What follows belongs to an exercise in optimizing a design on an open flow for small area and a short achievable clock period; a production flow would make more cautious choices. Where RTL was checked, it was by simulation tests only, not by an equivalence proof against the original. The RTL of runs 1 and 2 was laid out without a check of its function. Power is estimated from default activity; no workload was simulated.

[design/flow/config.mk]
export PLATFORM = sky130hd
export DESIGN_NAME = rob_top
export DESIGN_NICKNAME = rob_top
export VERILOG_FILES = /design/flow/design.v
export SDC_FILE = /design/flow/constraint.sdc
export NUM_CORES = 4
export LEC_CHECK = 0
export CAP_MARGIN = 20
export CORE_MARGIN = 2
export CORE_UTILIZATION = 40
export SETUP_SLACK_MARGIN = 2.9
export SLEW_MARGIN = 20
[design/flow/constraint.sdc]
create_clock -name core_clock -period 5.5 [get_ports {clk}]
set_input_delay 1.1000 -clock core_clock [delete_from_list [all_inputs] [get_ports {clk}]]
set_output_delay 1.1000 -clock core_clock [all_outputs]
set_load 0.01 [all_outputs]
[design/flow/standard.sh]
#!/bin/bash
# synth_recipe.tcl (not shown) runs the flow's synth.tcl, then flattens the netlist and writes it again
# the make line also repeats each setting of config.mk as NAME=value (left out here)
make -C /OpenROAD-flow-scripts/flow DESIGN_CONFIG=/design/flow/config.mk WORK_HOME=/design/flow/orfs CLKGATE_MAP_FILE= SYNTH_SCRIPT=/design/flow/synth_recipe.tcl "${@:-finish}"
[design/flow/flow/run.sh]
#!/bin/bash
# The standard layout (standard.sh) with two changes: plain buf_1 cells as the port buffers
# instead of the buffer_ports default, and a clock tree of clkbuf_8 cells under a clkbuf_16
# root with no dummy loads. Make's output goes to standard_flow.log; each ORFS step keeps its
# own log under orfs/logs/.
set -euo pipefail
export BUFFER_PORTS_ARGS="-buffer_cell sky130_fd_sc_hd__buf_1"
export CTS_ARGS="-sink_clustering_enable -repair_clock_nets -dont_use_dummy_load -root_buf sky130_fd_sc_hd__clkbuf_16 -buf_list sky130_fd_sc_hd__clkbuf_8 -sink_clustering_size 12 -sink_clustering_max_diameter 50"
bash standard.sh finish > standard_flow.log 2>&1
[design/flow/design.v]
`timescale 1ns/100ps
`default_nettype none
module rob_top (
	input wire clk,
	input wire rst_n,
	input wire pipe_flush,
	input wire [1:0] disp_valid,
	input wire [105:0] disp_pkt,
	output wire [1:0] disp_ready,
	output wire [9:0] resp_tag,
	input wire [1:0] wb_valid,
	input wire [9:0] wb_tag,
	input wire wb_br_misp,
	input wire wb_br_dir,
	input wire [31:0] wb_redirect_pc,
	output wire [1:0] ret_valid,
	output wire [181:0] ret_pkt
);
	localparam int PW = 49;  
	localparam int SW = PW + 7;
	localparam int S_V = 0;
	localparam int S_C = 1;
	localparam int S_EX0 = 2;
	localparam int S_EX1 = 3;
	localparam int S_MIS = 4;
	localparam int S_DIR = 5;
	localparam int S_BR = 6;
	localparam int S_PAY = 7;
	logic [4:0] h_q, h1_q, t_q, t1_q;
	logic [15:0] hx_q;  
	logic [4:0] ho_q, h1o_q, to_q, t1o_q;
	logic rvo0_q, rvo1_q;
	logic [4:0] cnt_q;  
	logic [5:0] cq_q;  
	logic rdy0_q, rdy1_q;  
	logic rv0_q, rv1_q;  
	logic [7:0] er_q, or_q;  
	logic [7:0] pe_q, po_q;  
	logic hp_q;  
	logic [15:0] v_q;     
	logic [15:0] br_q;    
	logic [15:0] dir_q;   
	logic [15:0] mis_q;   
	logic [15:0] st1_q;
	logic [15:0] st0_q;
	logic [16*PW-1:0] pay_q;
	logic [SW-1:0] l0_q, l1_q;  
	logic [S_BR:0] c2_q, c3_q;  
	logic mp_q;
	logic [4:0] mp_tag_q;
	logic [31:0] mp_pc_q;
	logic [31:0] redir;
	assign redir = mp_pc_q;
	assign disp_ready = {rdy1_q, rdy0_q} & {2{!pipe_flush}};
	assign resp_tag = {t1o_q, to_q};
	assign ret_valid = {rvo1_q, rvo0_q};
	assign ret_pkt[90:0] = {l0_q[SW-1:S_PAY], ho_q, l0_q[S_BR], l0_q[S_DIR], l0_q[S_MIS],
		l0_q[S_EX1], l0_q[S_EX0], redir};
	assign ret_pkt[181:91] = {l1_q[SW-1:S_PAY], h1o_q, l1_q[S_BR], l1_q[S_DIR], l1_q[S_MIS],
		l1_q[S_EX1], l1_q[S_EX0], redir};
	logic acc0, acc1;
	assign acc0 = disp_valid[0] && rdy0_q && !pipe_flush;
	assign acc1 = disp_valid[1] && rdy1_q && !pipe_flush;
	function automatic logic [SW-1:0] wr_image(input logic [52:0] p);
		wr_image = {p[52:4], p[3], 1'b0, 1'b0, p[0], p[1] & !p[0], p[2] | p[1] | p[0], 1'b0};
	endfunction
	logic [SW-1:0] wi0, wi1;
	assign wi0 = wr_image(disp_pkt[52:0]);
	assign wi1 = wr_image(disp_pkt[105:53]);
	logic [SW-1:0] wr_e, wr_o;
	assign wr_e = t_q[0] ? wi1 : wi0;
	assign wr_o = t_q[0] ? wi0 : wi1;
	logic cut0, cut1, rflush;
	logic [1:0] rcnt;
	assign cut0 = l0_q[S_MIS] | l0_q[S_EX1] | l0_q[S_EX0];
	assign cut1 = l1_q[S_MIS] | l1_q[S_EX1] | l1_q[S_EX0];
	assign rflush = (rv0_q & cut0) | (rv1_q & cut1);
	assign rcnt = {rv1_q, rv0_q & !rv1_q};
	logic [4:0] age_diff;
	logic mp_upd;
	assign age_diff = wb_tag[4:0] - mp_tag_q;
	assign mp_upd = wb_valid[0] && wb_br_misp && (!mp_q || age_diff[4]);
	always_ff @(posedge clk) begin
		if (mp_upd) begin
			mp_tag_q <= wb_tag[4:0];
		end
	end
	always_ff @(posedge clk) begin
		if (mp_upd || !mp_q) begin
			mp_pc_q <= wb_redirect_pc & {32{mp_upd}};
		end
	end
	logic [SW-1:0] img [16];
	for (genvar i = 0; i < 16; i++) begin : g_slot
		localparam logic [3:0] IDX = 4'(i);
		wire [SW-1:0] wr = (i % 2 == 0) ? wr_e : wr_o;
		wire alloc = (acc0 && t_q[3:0] == IDX) || (acc1 && t1_q[3:0] == IDX);
		wire clr = (rv0_q && h_q[3:0] == IDX) || (rv1_q && h1_q[3:0] == IDX);
		wire wb0 = wb_valid[0] && wb_tag[3:0] == IDX;
		wire wb1 = wb_valid[1] && wb_tag[8:5] == IDX;
		always_ff @(posedge clk or negedge rst_n) begin
			if (!rst_n) begin
				v_q[i] <= 1'b0;
			end else if (pipe_flush) begin
				v_q[i] <= 1'b0;
			end else if (alloc) begin
				v_q[i] <= 1'b1;
			end else if (clr || rflush) begin
				v_q[i] <= 1'b0;
			end
		end
		always_ff @(posedge clk) begin
			if (!v_q[i]) begin
				pay_q[i*PW +: PW] <= wr[SW-1:S_PAY];
				br_q[i] <= wr[S_BR];
				st1_q[i] <= wr[S_EX1] | wr[S_EX0];
				st0_q[i] <= wr[S_EX1] | (wr[S_C] & !wr[S_EX0]);
				dir_q[i] <= 1'b0;
				mis_q[i] <= 1'b0;
			end else begin
				if (wb0 || wb1) begin
					st0_q[i] <= 1'b1;
				end
				if (wb0) begin
					dir_q[i] <= wb_br_dir;
					mis_q[i] <= wb_br_misp;
				end
			end
		end
		assign img[i] = {pay_q[i*PW +: PW], br_q[i], dir_q[i], mis_q[i], st1_q[i], st0_q[i],
			1'b0, v_q[i]};
	end
	function automatic logic [SW-1:0] decode_st(input logic [SW-1:0] raw);
		logic [SW-1:0] d;
		d = raw;
		d[S_EX1] = raw[S_EX1] & raw[S_EX0];
		d[S_EX0] = raw[S_EX1] & !raw[S_EX0];
		d[S_C] = raw[S_EX1] | raw[S_EX0];
		decode_st = d;
	endfunction
	function automatic logic [SW-1:0] next_image(input logic [SW-1:0] cur, input logic [SW-1:0] bus,
			input logic ws, input logic alloc, input logic wb0, input logic wb1, input logic kill,
			input logic cutall, input logic bdir, input logic bmis);
		logic [SW-1:0] n;
		if (ws) begin
			n = bus;
		end else begin
			n = cur;
			n[S_C] = cur[S_C] | wb0 | wb1;
			if (wb0) begin
				n[S_DIR] = bdir;
				n[S_MIS] = bmis;
			end
		end
		n[S_V] = !kill && (alloc || (cur[S_V] && !cutall));
		next_image = n;
	endfunction
	logic [5:0] w0k, w1k, alk, hit0k, hit1k;
	always_comb begin
		for (int k = 0; k < 6; k++) begin
			logic [3:0] hs;
			w0k[k] = cq_q[k];
			w1k[k] = (k > 0) && cq_q[(k > 0) ? k - 1 : 0];
			alk[k] = (acc0 & w0k[k]) | (acc1 & w1k[k]);
			hs = (k == 0) ? h_q[3:0] : (k == 1) ? h1_q[3:0] : hx_q[4*(k-2) +: 4];
			hit0k[k] = wb_valid[0] && wb_tag[3:0] == hs;
			hit1k[k] = wb_valid[1] && wb_tag[8:5] == hs;
		end
	end
	logic [SW-1:0] rd_e, rd_o, cur0, cur1, l0_n, l1_n;
	always_comb begin
		rd_e = '0;
		rd_o = '0;
		for (int j = 0; j < 8; j++) begin
			rd_e = rd_e | ({SW{pe_q[j]}} & img[2*j]);
			rd_o = rd_o | ({SW{po_q[j]}} & img[2*j+1]);
		end
	end
	assign cur0 = decode_st(hp_q ? rd_o : rd_e);
	assign cur1 = decode_st(hp_q ? rd_e : rd_o);
	logic ws0, ws1, al0, al1, dh0, dh1;
	always_comb begin
		case (rcnt)
			2'd1: begin
				ws0 = w0k[1] | w1k[1];
				ws1 = w0k[2] | w1k[2];
				dh0 = hit0k[1];
				dh1 = hit0k[2];
			end
			2'd2: begin
				ws0 = w0k[2] | w1k[2];
				ws1 = w0k[3] | w1k[3];
				dh0 = hit0k[2];
				dh1 = hit0k[3];
			end
			default: begin
				ws0 = w0k[0] | w1k[0];
				ws1 = w0k[1] | w1k[1];
				dh0 = hit0k[0];
				dh1 = hit0k[1];
			end
		endcase
	end
	assign al0 = 1'b0;  
	assign al1 = 1'b0;
	assign l0_n = next_image(cur0, wi0, ws0, al0, dh0, 1'b0, pipe_flush, rflush, wb_br_dir,
		wb_br_misp);
	assign l1_n = next_image(cur1, (rcnt == 2'd2 ? cq_q[2] : rcnt == 2'd1 ? cq_q[1] : cq_q[0]) ? wi1 : wi0, ws1, al1, dh1, 1'b0,
		pipe_flush, rflush, wb_br_dir, wb_br_misp);
	logic [7:0] er2, or2;
	logic [SW-1:0] fe, fo;
	logic [SW-1:0] fk [6];
	assign er2 = {er_q[5:0], er_q[7:6]};
	assign or2 = {or_q[5:0], or_q[7:6]};
	always_comb begin
		fe = '0;
		fo = '0;
		for (int j = 0; j < 8; j++) begin
			fe = fe | ({SW{er2[j]}} & img[2*j]);
			fo = fo | ({SW{or2[j]}} & img[2*j+1]);
		end
	end
	assign fk[0] = {{PW{1'b0}}, l0_q[S_BR:S_V]};
	assign fk[1] = {{PW{1'b0}}, l1_q[S_BR:S_V]};
	assign fk[2] = {{PW{1'b0}}, c2_q};
	assign fk[3] = {{PW{1'b0}}, c3_q};
	assign fk[4] = decode_st(h_q[0] ? fo : fe);
	assign fk[5] = decode_st(h_q[0] ? fe : fo);
	logic [SW-1:0] nf [6];
	always_comb begin
		for (int k = 0; k < 6; k++) begin
			nf[k] = next_image(fk[k], w0k[k] ? wi0 : wi1, w0k[k] | w1k[k], alk[k], hit0k[k],
				hit1k[k], pipe_flush, rflush, wb_br_dir, wb_br_misp);
		end
	end
	logic [SW-1:0] g0_n, g1_n, g2_n, g3_n;
	always_comb begin
		case (rcnt)
			2'd1: begin
				g0_n = nf[1];
				g1_n = nf[2];
				g2_n = nf[3];
				g3_n = nf[4];
			end
			2'd2: begin
				g0_n = nf[2];
				g1_n = nf[3];
				g2_n = nf[4];
				g3_n = nf[5];
			end
			default: begin
				g0_n = nf[0];
				g1_n = nf[1];
				g2_n = nf[2];
				g3_n = nf[3];
			end
		endcase
	end
	logic [5:0] rdyk, pairk;
	logic rvo0_n, rvo1_n;
	always_comb begin
		for (int k = 0; k < 6; k++) begin
			rdyk[k] = nf[k][S_V] & nf[k][S_C];
		end
		for (int k = 0; k < 5; k++) begin
			pairk[k] = rdyk[k] & rdyk[k+1] & !(nf[k][S_MIS] | nf[k][S_EX1] | nf[k][S_EX0]) &
				!(nf[k][S_BR] & nf[k+1][S_BR]);
		end
		case (rcnt)
			2'd1: begin
				rvo0_n = rdyk[1];
				rvo1_n = pairk[1];
			end
			2'd2: begin
				rvo0_n = rdyk[2];
				rvo1_n = pairk[2];
			end
			default: begin
				rvo0_n = rdyk[0];
				rvo1_n = pairk[0];
			end
		endcase
	end
	logic rv0_n, rv1_n;
	assign rv0_n = g0_n[S_V] & g0_n[S_C];
	assign rv1_n = rv0_n & !(g0_n[S_MIS] | g0_n[S_EX1] | g0_n[S_EX0]) & g1_n[S_V] & g1_n[S_C] &
		!(g0_n[S_BR] & g1_n[S_BR]);
	always_ff @(posedge clk) begin
		l0_q[SW-1:S_DIR] <= l0_n[SW-1:S_DIR];
		l1_q[SW-1:S_DIR] <= l1_n[SW-1:S_DIR];
		l0_q[S_BR] <= g0_n[S_BR];
		l1_q[S_BR] <= g1_n[S_BR];
		l0_q[S_MIS:S_C] <= g0_n[S_MIS:S_C];
		l1_q[S_MIS:S_C] <= g1_n[S_MIS:S_C];
		c2_q[S_BR:S_C] <= g2_n[S_BR:S_C];
		c3_q[S_BR:S_C] <= g3_n[S_BR:S_C];
	end
	logic [4:0] h_n, cnt_n;
	logic mp_n;
	logic eadv, oadv, eadv_n, oadv_n;
	logic [7:0] er_n, or_n;
	assign h_n = h_q + {3'd0, rcnt};
	assign cnt_n = cnt_q + {4'd0, acc0} + {4'd0, acc1} - {3'd0, rcnt};
	logic [2:0] aoh, roh;
	logic [20:0] ceq;  
	logic [5:0] cq_n;
	logic full_n, ge15_n;
	assign aoh = {acc0 & acc1, acc0 ^ acc1, !acc0 & !acc1};
	assign roh = {rv1_q, rv0_q & !rv1_q, !rv0_q};
	always_comb begin
		for (int j = 0; j < 21; j++) begin
			ceq[j] = (j >= 2) && cnt_q == 5'(j - 2);
		end
		for (int k = 0; k < 6; k++) begin
			cq_n[k] = 1'b0;
			for (int a = 0; a < 3; a++) begin
				for (int r = 0; r < 3; r++) begin
					cq_n[k] = cq_n[k] | (aoh[a] & roh[r] & ceq[k - a + r + 2]);
				end
			end
		end
		full_n = 1'b0;
		ge15_n = 1'b0;
		for (int a = 0; a < 3; a++) begin
			for (int r = 0; r < 3; r++) begin
				full_n = full_n | (aoh[a] & roh[r] & ceq[16 - a + r + 2]);
				ge15_n = ge15_n | (aoh[a] & roh[r] & (ceq[15 - a + r + 2] | ceq[16 - a + r + 2]));
			end
		end
	end
	assign mp_n = mp_q | mp_upd;
	assign eadv = rv1_q | (rv0_q & !h_q[0]);
	assign oadv = rv1_q | (rv0_q & h_q[0]);
	assign er_n = eadv ? {er_q[6:0], er_q[7]} : er_q;
	assign or_n = oadv ? {or_q[6:0], or_q[7]} : or_q;
	assign eadv_n = rv1_n | (rv0_n & !h_n[0]);
	assign oadv_n = rv1_n | (rv0_n & h_n[0]);
	always_ff @(posedge clk or negedge rst_n) begin
		if (!rst_n) begin
			h_q <= 5'd0;
			h1_q <= 5'd1;
			hx_q <= {4'd5, 4'd4, 4'd3, 4'd2};
			t_q <= 5'd0;
			t1_q <= 5'd1;
			cnt_q <= 5'd0;
			cq_q <= 6'b1;
			rvo1_q <= 1'b0;
			rvo0_q <= 1'b0;
			t1o_q <= 5'd1;
			to_q <= 5'd0;
			h1o_q <= 5'd1;
			ho_q <= 5'd0;
			rdy0_q <= 1'b1;
			rdy1_q <= 1'b1;
			rv0_q <= 1'b0;
			rv1_q <= 1'b0;
			er_q <= 8'b1;
			or_q <= 8'b1;
			pe_q <= 8'b1;
			po_q <= 8'b1;
			hp_q <= 1'b0;
			mp_q <= 1'b0;
			l0_q[S_V] <= 1'b0;
			l1_q[S_V] <= 1'b0;
			c2_q[S_V] <= 1'b0;
			c3_q[S_V] <= 1'b0;
		end else if (pipe_flush) begin
			h_q <= 5'd0;
			h1_q <= 5'd1;
			hx_q <= {4'd5, 4'd4, 4'd3, 4'd2};
			t_q <= 5'd0;
			t1_q <= 5'd1;
			cnt_q <= 5'd0;
			cq_q <= 6'b1;
			rvo1_q <= 1'b0;
			rvo0_q <= 1'b0;
			t1o_q <= 5'd1;
			to_q <= 5'd0;
			h1o_q <= 5'd1;
			ho_q <= 5'd0;
			rdy0_q <= 1'b1;
			rdy1_q <= 1'b1;
			rv0_q <= 1'b0;
			rv1_q <= 1'b0;
			er_q <= 8'b1;
			or_q <= 8'b1;
			pe_q <= 8'b1;
			po_q <= 8'b1;
			hp_q <= 1'b0;
			mp_q <= 1'b0;
			l0_q[S_V] <= 1'b0;
			l1_q[S_V] <= 1'b0;
			c2_q[S_V] <= 1'b0;
			c3_q[S_V] <= 1'b0;
		end else begin
			h_q <= h_n;
			h1_q <= h1_q + {3'd0, rcnt};
			for (int k = 0; k < 4; k++) hx_q[4*k +: 4] <= hx_q[4*k +: 4] + {2'd0, rcnt};
			t_q <= t_q + {4'd0, acc0} + {4'd0, acc1};
			t1_q <= t1_q + {4'd0, acc0} + {4'd0, acc1};
			cnt_q <= cnt_n;
			cq_q <= cq_n;
			ho_q <= ho_q + {3'd0, rcnt};
			h1o_q <= h1o_q + {3'd0, rcnt};
			to_q <= to_q + {4'd0, acc0} + {4'd0, acc1};
			t1o_q <= t1o_q + {4'd0, acc0} + {4'd0, acc1};
			rvo0_q <= rvo0_n;
			rvo1_q <= rvo1_n;
			rdy0_q <= !mp_n && !full_n;
			rdy1_q <= !mp_n && !ge15_n;
			rv0_q <= rv0_n;
			rv1_q <= rv1_n;
			er_q <= er_n;
			or_q <= or_n;
			pe_q <= eadv_n ? {er_n[6:0], er_n[7]} : er_n;
			po_q <= oadv_n ? {or_n[6:0], or_n[7]} : or_n;
			hp_q <= h_n[0] ^ (rv0_n & !rv1_n);
			mp_q <= mp_n;
			l0_q[S_V] <= g0_n[S_V];
			l1_q[S_V] <= g1_n[S_V];
			c2_q[S_V] <= g2_n[S_V];
			c3_q[S_V] <= g3_n[S_V];
		end
	end
endmodule
`default_nettype wire
==> impl_metrics.ini, run 1 <==
[grt]
grt_first_pass_wirelength_um = 209000
grt_pass1_vias = 30700
grt_overflow = 0
grt_max_degree = 77
antenna_found_initial = 15
track_usage_pct = 23.3

[flow_run]
maxCapViolCount = 0

[floorplanning]
die_x_um = 350
start_util_pct = 40.4
die_y_um = 350
core_area_um2 = 118000
ios = 353
num_rows = 126
dieArea_um2 = 122000

[logic_synthesis]
post-synth-top-count-cell = edfxtp_1
synth-seq-cells = 1144
synth-seq-area-share_pct = 67.4
ys_types = 84
avgSynthCellArea_um2 = 13.9
synth_edf_count = 869
synth_top_cell_by_area = edfxtp_1
syn_area_um2 = 47800
synth_top_area_share_pct = 54.6
async_flop_share_pct = 10.8
syn-num-nets = 3655
synth_ff_type = edfxtp_1
synthCells = 3452
yosysWarnings = 4
synth_commonest_cells = 869 x edfxtp_1, 459 x a22oi_1, 203 x mux2i_1, 176 x nand2_1, 171 x nor2_1
synth_top_cells_by_area = edfxtp_1 55%, a22oi_1 7.2%, dfxtp_1 6.4%, dfrtp_1 5.5%, mux2i_1 4.2%

[cts]
hold_buffers = 0
clock-sinks = 1144
tritoncts.num_buffers = 130
root_buffer = clkbuf_16
clkLatencyLatePin_ns = 0.70
cts_tree = done
clkTransAtPathRegs_ns = 0.07
cts_max_level = 4
cts_buffer_depth = 3

[routing]
drc = 0
avgRoutedWirePerCell_um = 27.1
ant_nets = 0
drt-pass1-iter-count = 6
drtIter0Drc = 3262
viasPerCell = 5.91
wirelength_um = 146000
dr_total_vias = 31900

[sta]
period_share_pct = 48.1
relSlewSlack_pct = 28.5
setup_ws_ns = 2.85
fin_crit_ns = 2.65
worst-slew-pin-transition_ns = 1.07
finalClockSkew_ns = 0.0990
setup_tns_ns = 0
slew_viol_final = 0
hold_violations = 0
fmaxAchievable_ghz = 0.378
rsz0062_at_grt = yes
finalSetupViolations = 0

[worst_setup_path]
arrival_ns = 3.18
crit_path_start_kind = input port
reg2reg_slack_ns = 2.93
cp.required_ns = 6.03
critPathMaxFanout = 10
cp-end-kind = register
crit_chain = buf_1, buf_6, xor2_1, nor4_4, mux2_4, a211oi_4, buf_6, inv_4, nor3_4, buf_12, o211ai_1
r2r_end = cnt_q[4]
path_delay_family = buffers and inverters
rr_startpoint = rv1_q
crit_buf_inv = 5
criticalPathCategory = input port to register
worst_path_largest_cell_delay_ns = 0.35
crit_top_cell = buf_6
reg2reg_depth = 13
crit_slowest_cell = nor4_4

[place]
gp_congestion = 0.855
post-place-ws_ns = 1.36
placedCellCount = 5195
portBuffers = 351
hpwl_um = 87600
postPlaceCellArea_um2 = 50700

[power_and_ir_drop]
power_density_nw_per_um2 = 447
leakagePower_nw = 19.0
fin_total_pwr_mw = 24.0
ir_drop_mv = 0.371

[layout]
drive_above_1_share_pct = 14.1
multi_input_area_um2 = 14600
fin_cells = 5404
fill_cells = 10600
area_growth_pct = 12.3
nets = 4008
register_area_um2 = 32300
fin_area_um2 = 53700

[hold_path]
hold_depth = 2
min_path_type = register to register
worstHoldStart = mis_q[0]
holdPathEnd = mis_q[0]

[status]
status = timing/DRC/antenna clean
-- timing repair --
item | CTS | global route
setup buffers | 35 | 33
pin swaps | 14 | 19
resized for setup | 74 | 39
setup endpoints to repair | 349 | 91
cloned | 5 | 4
-- report_power, final --
group	switching, mW	leakage, nW	internal [mW]
registers	0.954	12.0	11.3
logic	4.29	6.07	2.50
clock network	2.78	0.940	2.12
total	8.03	19.0	16.0
-- tightest hold or removal path: stages (launching register included) --
cell and delay, ns:
dfxtp_1 0.31, nand2_1 0.05, a21oi_1 0.05
-- cell families after synthesis --
family | Yosys count | synth area share, %
buf+inv | 334 | 3.13
flops | 1144 | 67.4
xor+xnor | 78 | 1.44
simple gates | 720 | 7.72
compound gates | 812 | 11.9
mux | 318 | 6.96
fa+ha+maj | 46 | 1.42
-- registers in the layout (all words and copies together) (netlist names), 32 cells and up --
name / count
l1_q: 56
l0_q: 56
mp_pc_q: 32
pay_q: 784
-- layout make-up --
cell class,count,area share [%]
inverter,64,0.498
clock buffer,130,3.35
sequential,1144,60.1
tap,1600,3.73
antenna,1,0.00466
timing repair buffer,488,5.05
multi-input combinational,1977,27.2
-- per-stage QoR --
step | hold WS, ns | utilization (%)
final | 0.472 | 45.4
after global routing | 0.498 | 45.4
after CTS | 0.478 | 44.9
after detailed placement | 0.470 | 42.8
after global placement | 0.464 | 42.8
after floorplan | 0.437 | -
-- worst max-delay path by stage --
stage	start	to	slack [ns]	cells past startpoint
2_1_floorplan	wb_tag[0]	hp_q	2.26	9
3_3_place_gp	wb_tag[2]	pe_q[5]	1.35	10
3_5_place_dp	wb_tag[2]	pe_q[5]	1.36	10
4_1_cts	wb_tag[0]	mp_pc_q[22]	2.78	8
5_1_grt	pipe_flush	cnt_q[4]	2.79	14
6_report	wb_tag[1]	pe_q[5]	2.85	11
-- cell usage in the layout (no fill, tap or decap), types with 102 or more instances in the layout --
cell type and n:
a21oi_1 121, a22oi_1 458, buf_1 338, clkbuf_8 131, dfxtp_1 152, edfxtp_1 869
mux2_2 109, mux2i_1 201, nand2_1 176, nand4_1 102, nor2_1 171
-- metal layers --
layer / GRT usage [%] / part of all wire [%] / up-vias
met5: 0 / 0.098 / -
met4: 5.81 / 2.0 / 22
met3: 6.06 / 9.7 / 224
met2: 36.0 / 45 / 1555
met1: 32.6 / 43 / 16200
li1: - / - / 13900
==> run 2: changes to the inputs <==
--- a/design/flow/design.v
+++ b/design/flow/design.v
@@ -32,4 +32,3 @@
 	logic rvo0_q, rvo1_q;
-	logic [4:0] cnt_q;  
-	logic [5:0] cq_q;  
+	logic [16:0] cq_q;  
 	logic rdy0_q, rdy1_q;  
@@ -297,3 +296,3 @@
 	end
-	logic [4:0] h_n, cnt_n;
+	logic [4:0] h_n;
 	logic mp_n;
@@ -302,6 +301,4 @@
 	assign h_n = h_q + {3'd0, rcnt};
-	assign cnt_n = cnt_q + {4'd0, acc0} + {4'd0, acc1} - {3'd0, rcnt};
 	logic [2:0] aoh, roh;
-	logic [20:0] ceq;  
-	logic [5:0] cq_n;
+	logic [16:0] cq_n;
 	logic full_n, ge15_n;
@@ -310,6 +307,3 @@
 	always_comb begin
-		for (int j = 0; j < 21; j++) begin
-			ceq[j] = (j >= 2) && cnt_q == 5'(j - 2);
-		end
-		for (int k = 0; k < 6; k++) begin
+		for (int k = 0; k < 17; k++) begin
 			cq_n[k] = 1'b0;
@@ -317,3 +311,5 @@
 				for (int r = 0; r < 3; r++) begin
-					cq_n[k] = cq_n[k] | (aoh[a] & roh[r] & ceq[k - a + r + 2]);
+					if (k - a + r >= 0 && k - a + r <= 16) begin
+						cq_n[k] = cq_n[k] | (aoh[a] & roh[r] & cq_q[k - a + r]);
+					end
 				end
@@ -321,10 +317,4 @@
 		end
-		full_n = 1'b0;
-		ge15_n = 1'b0;
-		for (int a = 0; a < 3; a++) begin
-			for (int r = 0; r < 3; r++) begin
-				full_n = full_n | (aoh[a] & roh[r] & ceq[16 - a + r + 2]);
-				ge15_n = ge15_n | (aoh[a] & roh[r] & (ceq[15 - a + r + 2] | ceq[16 - a + r + 2]));
-			end
-		end
+		full_n = cq_n[16];
+		ge15_n = cq_n[15] | cq_n[16];
 	end
@@ -344,4 +334,3 @@
 			t1_q <= 5'd1;
-			cnt_q <= 5'd0;
-			cq_q <= 6'b1;
+			cq_q <= 17'b1;
 			rvo1_q <= 1'b0;
@@ -372,4 +361,3 @@
 			t1_q <= 5'd1;
-			cnt_q <= 5'd0;
-			cq_q <= 6'b1;
+			cq_q <= 17'b1;
 			rvo1_q <= 1'b0;
@@ -400,3 +388,2 @@
 			t1_q <= t1_q + {4'd0, acc0} + {4'd0, acc1};
-			cnt_q <= cnt_n;
 			cq_q <= cq_n;
--- a/design/flow/config.mk
+++ b/design/flow/config.mk
@@ -10,3 +10,3 @@
 export CORE_UTILIZATION = 40
-export SETUP_SLACK_MARGIN = 2.9
+export SETUP_SLACK_MARGIN = 2.95
 export SLEW_MARGIN = 20
==> impl_metrics.ini, run 2 <==
[cts]
clkLatencyLatePin_ns = 0.76
root_buffer = clkbuf_16
tritoncts.num_buffers = 134
hold_buffers = 0
clock-sinks = 1150
clkTransAtPathRegs_ns = 0.08
cts_buffer_depth = 3
cts_max_level = 4
cts_tree = done

[floorplanning]
die_x_um = 348
start_util_pct = 40.3
ios = 353
num_rows = 126
die_y_um = 348
core_area_um2 = 118000
dieArea_um2 = 121000

[layout]
largest_register = pay_q
fin_cells = 5273
layout_commonest_cell = edfxtp_1
largest_reg_flops = 784
fill_cells = 10600
fin_area_um2 = 53200
reg_top3 = pay_q x784, l0_q x56, l1_q x56
nets = 3928
final_util_pct = 45.2
layout_common_cells = 869 x edfxtp_1, 471 x a22oi_1, 334 x buf_1, 206 x nand2_1, 183 x mux2i_1
drive_above_1_share_pct = 14.3
area_growth_pct = 12.2

[place]
gp_congestion = 0.875
portBuffers = 351
hpwl_um = 88900
postPlaceCellArea_um2 = 50200
post-place-ws_ns = 1.20
placedCellCount = 5074

[sta]
whs_ns = 0.471
slew_viol_final = 0
rsz0062_at_grt = yes
finalClockSkew_ns = 0.153
period_share_pct = 50.5
worst-slew-pin-transition_ns = 1.10
finalSetupViolations = 0
setup_ws_ns = 2.72
relSlewSlack_pct = 27.0
setup_tns_ns = 0
fmaxAchievable_ghz = 0.360
hold_violations = 0
fin_crit_ns = 2.78

[worst_setup_path]
cp-end-kind = register
cp.required_ns = 6.06
crit_path_start_kind = input port
arrival_ns = 3.34
critPathMaxFanout = 5
criticalPathCategory = input port to register

[power_and_ir_drop]
ir_drop_mv = 0.276
fin_total_pwr_mw = 23.7
leakagePower_nw = 18.9
power_density_nw_per_um2 = 445

[grt]
track_usage_pct = 24.0
grt_first_pass_wirelength_um = 212000
antenna_found_initial = 18
grt_overflow = 0
grt_max_degree = 100
grt_pass1_vias = 30700

[hold_path]
min_path_type = register to register

[logic_synthesis]
synth_top_cell_by_area = edfxtp_1
post-synth-top-count-cell = edfxtp_1
synth_ff_type = edfxtp_1
ys_types = 78
syn-num-nets = 3587
synth_top_cells_by_area = edfxtp_1 55%, a22oi_1 7.5%, dfxtp_1 6.4%, dfrtp_1 5.9%, mux2i_1 3.9%
avgSynthCellArea_um2 = 14.0
synth-seq-cells = 1150
synth-seq-area-share_pct = 68.3
synth_top_area_share_pct = 55.0
synth_edf_count = 869
synth_commonest_cells = 869 x edfxtp_1, 472 x a22oi_1, 207 x nand2_1, 185 x mux2i_1, 173 x clkbuf_1
yosysWarnings = 4
syn_area_um2 = 47400
async_flop_share_pct = 11.2
synthCells = 3393

[flow_run]
maxCapViolCount = 0

[routing]
drtIter0Drc = 3499
wirelength_um = 148000
ant_nets = 0
drc = 0
avgRoutedWirePerCell_um = 28.0
drt-pass1-iter-count = 6
viasPerCell = 6.01
dr_total_vias = 31700

[status]
status = timing/DRC/antenna clean
run 2: critical path, cell delays in order:
cell	delay, ns
clkbuf_16	0.11
and3b_2	0.27
a22o_1	0.26
a211o_1	0.28
a32o_1	0.27
o31a_1	0.16
buf_6	0.17
a31oi_4	0.33
nor2_2	0.10
a311oi_1	0.26
run 2: power by group:
group | leakage (nW) | internal (mW) | total [mW] | switching (mW)
Clock | 0.969 | 2.18 | 4.99 | 2.81
Sequential | 12.1 | 11.0 | 12.1 | 1.07
Combinational | 5.85 | 2.41 | 6.58 | 4.17
Total | 18.9 | 15.6 | 23.7 | 8.05
run 2: final cells by class:
cell class / count / area [um2] / area share (%)
Sequential cell: 1150 / 32400 / 61.0
Multi-Input combinational cell: 1917 / 14100 / 26.4
Timing Repair Buffer: 476 / 2670 / 5.02
Tap cell: 1536 / 1920 / 3.61
Clock buffer: 134 / 1860 / 3.49
Inverter: 54 / 240 / 0.451
Antenna cell: 5 / 12.5 / 0.0235
Timing Repair inverter: 1 / 5.00 / 0.00941
run 2: cell families (layout without fill, tap and decap cells):
family                     Yosys count  count (layout)  synth area share (%)
muxes                              294             294                  6.53
and+or+nand+nor                    672             673                  7.15
other                                0               5                     0
AOI/OAI and AO/OA                  835             837                  12.3
adders and majority gates           37              37                  1.17
DFF                               1150            1150                  68.3
xor gates and xnor gates            76              76                  1.40
buffers and inverters              329             665                  3.11
run 2: per-layer routing:
layer | track usage, % | vias up | wire length (um) | part of all wire, %
met4 | 7.32 | 26 | 3960 | 2.7
met2 | 35.7 | 1641 | 64800 | 44
met5 | 0 | - | 155 | 0.11
met1 | 34.1 | 16100 | 63500 | 43
li1 | - | 13700 | - | -
met3 | 6.70 | 271 | 15200 | 10
run 2: path summary, 6_finish.rpt:
check	cells past startpoint	endpoint	slack, ns	startpoint
setup / recovery	10	pe_q[2]	2.72	pipe_flush
hold / removal	2	dir_q[0]	0.47	dir_q[0]
setup reg to reg	12	pe_q[2]	2.73	cq_q[1]
hold reg to reg	2	dir_q[0]	0.47	dir_q[0]
max in group asynchronous	2	rdy0_q	3.91	rst_n
min in group asynchronous	1	t1o_q[3]	0.61	rst_n
run 2: timing repair:
item | CTS | global route
endpoints found under the hold margin | 0 | 0
resized for setup | 117 | 31
cloned | 7 | 0
setup endpoints to repair | 676 | 78
pin swaps | 24 | 12
buffers inserted | 44 | 8
==> run 3: changes to the inputs <==
--- a/design/flow/design.v
+++ b/design/flow/design.v
@@ -36,3 +36,3 @@
 	logic [7:0] er_q, or_q;  
-	logic [7:0] pe_q, po_q;  
+	logic eadv_q, oadv_q;  
 	logic hp_q;  
@@ -60,4 +60,4 @@
 	logic acc0, acc1;
-	assign acc0 = disp_valid[0] && rdy0_q && !pipe_flush;
-	assign acc1 = disp_valid[1] && rdy1_q && !pipe_flush;
+	assign acc0 = disp_valid[0] && rdy0_q;
+	assign acc1 = disp_valid[1] && rdy1_q;
 	function automatic logic [SW-1:0] wr_image(input logic [52:0] p);
@@ -168,2 +168,5 @@
 	end
+	logic [7:0] er_n, or_n;
+	assign er_n = eadv_q ? {er_q[6:0], er_q[7]} : er_q;
+	assign or_n = oadv_q ? {or_q[6:0], or_q[7]} : or_q;
 	logic [SW-1:0] rd_e, rd_o, cur0, cur1, l0_n, l1_n;
@@ -173,4 +176,4 @@
 		for (int j = 0; j < 8; j++) begin
-			rd_e = rd_e | ({SW{pe_q[j]}} & img[2*j]);
-			rd_o = rd_o | ({SW{po_q[j]}} & img[2*j+1]);
+			rd_e = rd_e | ({SW{er_n[j]}} & img[2*j]);
+			rd_o = rd_o | ({SW{or_n[j]}} & img[2*j+1]);
 		end
@@ -204,6 +207,6 @@
 	assign al1 = 1'b0;
-	assign l0_n = next_image(cur0, wi0, ws0, al0, dh0, 1'b0, pipe_flush, rflush, wb_br_dir,
+	assign l0_n = next_image(cur0, wi0, ws0, al0, dh0, 1'b0, 1'b0, rflush, wb_br_dir,
 		wb_br_misp);
 	assign l1_n = next_image(cur1, (rcnt == 2'd2 ? cq_q[2] : rcnt == 2'd1 ? cq_q[1] : cq_q[0]) ? wi1 : wi0, ws1, al1, dh1, 1'b0,
-		pipe_flush, rflush, wb_br_dir, wb_br_misp);
+		1'b0, rflush, wb_br_dir, wb_br_misp);
 	logic [7:0] er2, or2;
@@ -231,3 +234,3 @@
 			nf[k] = next_image(fk[k], w0k[k] ? wi0 : wi1, w0k[k] | w1k[k], alk[k], hit0k[k],
-				hit1k[k], pipe_flush, rflush, wb_br_dir, wb_br_misp);
+				hit1k[k], 1'b0, rflush, wb_br_dir, wb_br_misp);
 		end
@@ -298,4 +301,3 @@
 	logic mp_n;
-	logic eadv, oadv, eadv_n, oadv_n;
-	logic [7:0] er_n, or_n;
+	logic eadv_n, oadv_n;
 	assign h_n = h_q + {3'd0, rcnt};
@@ -321,6 +323,2 @@
 	assign mp_n = mp_q | mp_upd;
-	assign eadv = rv1_q | (rv0_q & !h_q[0]);
-	assign oadv = rv1_q | (rv0_q & h_q[0]);
-	assign er_n = eadv ? {er_q[6:0], er_q[7]} : er_q;
-	assign or_n = oadv ? {or_q[6:0], or_q[7]} : or_q;
 	assign eadv_n = rv1_n | (rv0_n & !h_n[0]);
@@ -347,4 +345,4 @@
 			or_q <= 8'b1;
-			pe_q <= 8'b1;
-			po_q <= 8'b1;
+			eadv_q <= 1'b0;
+			oadv_q <= 1'b0;
 			hp_q <= 1'b0;
@@ -374,4 +372,4 @@
 			or_q <= 8'b1;
-			pe_q <= 8'b1;
-			po_q <= 8'b1;
+			eadv_q <= 1'b0;
+			oadv_q <= 1'b0;
 			hp_q <= 1'b0;
@@ -401,4 +399,4 @@
 			or_q <= or_n;
-			pe_q <= eadv_n ? {er_n[6:0], er_n[7]} : er_n;
-			po_q <= oadv_n ? {or_n[6:0], or_n[7]} : or_n;
+			eadv_q <= eadv_n;
+			oadv_q <= oadv_n;
 			hp_q <= h_n[0] ^ (rv0_n & !rv1_n);
==> impl_metrics.ini, run 3 <==
[status]
status = timing/DRC/antenna clean

[logic_synthesis]
synthCells = 3332
yosysWarnings = 4
synth-seq-area-share_pct = 68.4
syn-num-nets = 3526
async_flop_share_pct = 10.1
post-synth-top-count-cell = edfxtp_1
synth-seq-cells = 1136
syn_area_um2 = 46900
synth_commonest_cells = 869 x edfxtp_1, 359 x a22oi_1, 203 x nand2_1, 152 x dfxtp_1, 146 x nor2_1
ys_types = 74
synth_top_cells_by_area = edfxtp_1 56%, dfxtp_1 6.5%, a22oi_1 5.8%, dfrtp_1 5.3%, mux2_2 3.5%
synth_edf_count = 869
synth_top_area_share_pct = 55.7
avgSynthCellArea_um2 = 14.1
synth_ff_type = edfxtp_1
synth_top_cell_by_area = edfxtp_1

[floorplanning]
num_rows = 125
die_x_um = 346
die_y_um = 346
core_area_um2 = 116000
dieArea_um2 = 120000
start_util_pct = 40.3
ios = 353

[flow_run]
maxCapViolCount = 0

[power_and_ir_drop]
power_density_nw_per_um2 = 450
switching_share_pct = 33.4
combPwrFrac_pct = 28.5
intPower_mw = 15.8
fin_total_pwr_mw = 23.8
seq_power_share_pct = 50.6
p_clk_share_pct = 20.9
leakagePower_nw = 18.9
p_switching_mw = 7.93
ir_drop_mv = 0.322

[sta]
relSlewSlack_pct = 26.4
setup_ws_ns = 2.86
hold_violations = 0
worst-slew-pin-transition_ns = 1.10
finalSetupViolations = 0
slew_viol_final = 0
rsz0062_at_grt = yes
setup_tns_ns = 0
fmaxAchievable_ghz = 0.378
period_share_pct = 48.1
fin_crit_ns = 2.64
finalClockSkew_ns = 0.139

[worst_setup_path]
worst_path_largest_cell_delay_ns = 0.20
critPathMaxFanout = 25
crit_slowest_cell = clkbuf_8
crit_buf_inv = 2
path_delay_family = buffers and inverters
cp.required_ns = 4.40
cp-end-kind = output pin
arrival_ns = 1.54
criticalPathCategory = input port to output pin
crit_chain = clkbuf_8, nor2b_4, buf_6
crit_path_start_kind = input port

[layout]
layout_common_cells = 869 x edfxtp_1, 359 x a22oi_1, 339 x buf_1, 201 x nand2_1, 151 x dfxtp_1
register_area_um2 = 32100
reg_top3 = pay_q x784, l0_q x56, l1_q x56
nets = 3911
largest_reg_flops = 784
multi_input_area_um2 = 14000
final_util_pct = 45.4
fin_cells = 5241
drive_above_1_share_pct = 15.5
area_growth_pct = 12.6
largest_register = pay_q
fill_cells = 10400
layout_commonest_cell = edfxtp_1

[grt]
grt_max_degree = 100
grt_overflow = 0
grtUsageMet1_pct = 31.2
met3_usage_pct = 5.76
met2_usage_pct = 36.8
antenna_found_initial = 15
top_usage_layer = met2
track_usage_pct = 23.0
grt_pass1_vias = 29800
grt_first_pass_wirelength_um = 203000

[cts]
clkLatencyLatePin_ns = 0.74
cts_max_level = 4
clkTransAtPathRegs_ns = 0.08
root_buffer = clkbuf_16
cts_tree = done
hold_buffers = 0
clock-sinks = 1136
cts_buffer_depth = 3
tritoncts.num_buffers = 132

[routing]
drc = 0
wirelength_um = 147000
ant_nets = 0
viasPerCell = 5.95
drtIter0Drc = 3503
drt-pass1-iter-count = 6
dr_total_vias = 31200
avgRoutedWirePerCell_um = 28.0

[place]
gp_congestion = 0.872
hpwl_um = 84100
portBuffers = 351
post-place-ws_ns = 1.63
placedCellCount = 5027

[hold_path]
min_path_type = input port to asynchronous set/reset pin
-- run 3: cell types whose count changed in the layout (fill, tap and decap cells not counted), moves of 16 or more --
cell | previous run | this run
nand2b_1 | 11 | 27
a22o_1 | 2 | 51
mux2_2 | 106 | 133
nor2_1 | 116 | 145
a221oi_1 | 11 | 62
nand4_1 | 93 | 49
a22oi_1 | 471 | 359
mux2i_1 | 183 | 112
nand3_1 | 42 | 26
and3_1 | 7 | 54
-- run 3: metal layers --
| layer | share of wire [%] | up-vias |
|---|---|---|
| met4 | 2.3 | 16 |
| met1 | 41 | 15800 |
| li1 | - | 13500 |
| met3 | 10 | 243 |
| met2 | 46 | 1568 |
| met5 | 0.063 | - |
-- run 3: cells by family after synthesis --
| family | count (synthesis) | share of synthesized area, % |
|---|---|---|
| buf+inv | 291 | 3.00 |
| fa+ha+maj | 37 | 1.18 |
| mux | 263 | 6.01 |
| xor+xnor | 78 | 1.46 |
| compound gates | 838 | 12.6 |
| flops | 1136 | 68.4 |
| simple gates | 689 | 7.40 |
-- run 3: final timing paths --
| kind | slack [ns] | cells past startpoint | to | start |
|---|---|---|---|---|
| max | 2.86 | 3 | disp_ready[1] | pipe_flush |
| max reg2reg | 2.89 | 8 | hp_q | cq_q[0] |
| min | 0.41 | 1 | cq_q[15] | rst_n |
| min in group core_clock | 0.47 | 2 | mis_q[0] | mis_q[0] |
| max in group asynchronous | 3.93 | 2 | er_q[5] | rst_n |
| min reg2reg | 0.47 | 2 | mis_q[0] | mis_q[0] |
-- run 3: final cells by class --
class | instances | share of cell area, %
well taps | 1524 | 3.61
clock buffers | 132 | 3.47
inverters | 40 | 0.351
multi-input cells | 1916 | 26.6
flip-flops and latches | 1136 | 60.8
diodes | 2 | 0.00949
repair buffers | 491 | 5.18
-- run 3: through the flow --
step,hold slack (ns),cell area (um2)
finish,0.409,52800
CTS,0.390,51900
global route,0.428,52800
detailed placement,0.453,49600
global placement,0.449,49600
floorplan,0.436,47100
-- run 3: repair_timing --
action,in CTS,in global routing
gates resized for setup,74,95
pin swaps,8,20
endpoints found under the setup margin,768,135
buffers inserted,19,48
cloned,1,12
-- run 3: power by group through the flow --
stage	Clock (mW)	Sequential (mW)	Combinational [mW]
after floorplan	0	12.1	3.87
after global placement	0	12.1	6.20
after detailed placement	0	12.2	6.22
after CTS	5.04	12.0	6.42
after global routing	5.36	12.2	7.27
final	4.96	12.0	6.77

[what the ideal ports hide]
Ports are ideal in the flow. The routed layouts listed here were re-timed in OpenROAD. Step 1 (the two cells are an assumption about what drives the block):
set clk [get_ports {clk}]
set_driving_cell -lib_cell sky130_fd_sc_hd__clkbuf_16 $clk
set_driving_cell -lib_cell sky130_fd_sc_hd__buf_2 [delete_from_list [all_inputs] $clk]
Step 2 adds t to the input delays and takes it off the output delays; t is the mean of the earliest and latest rising clock arrival at the registers after step 1. Input paths then give back, and output paths get back, about the clock's delay inside the block. a / b / c = no drivers / after step 1 / after step 2; a / b = the first two.
| run | shift t [ns] | setup slack, ns | worst hold slack (ns) | worst setup path at the end | slew at the worst register clock pin (ns) |
|---|---|---|---|---|---|
| run 1 | 0.741 | 2.852 / 2.814 / 2.073 | 0.472 / 0.472 / 0.472 | input to register | 0.09 / 0.09 |
| run 2 | 0.752 | 2.724 / 2.734 / 1.996 | 0.471 / 0.471 / 0.471 | input to register | 0.08 / 0.08 |
| run 3 | 0.747 | 2.856 / 2.791 / 2.172 | 0.409 / 0.361 / 0.472 | input to register | 0.08 / 0.08 |
After both steps setup and hold are still met in every run listed. The setup slack of run 1, which loses most, moves by -0.038 ns with the drivers and by -0.779 ns with both steps.
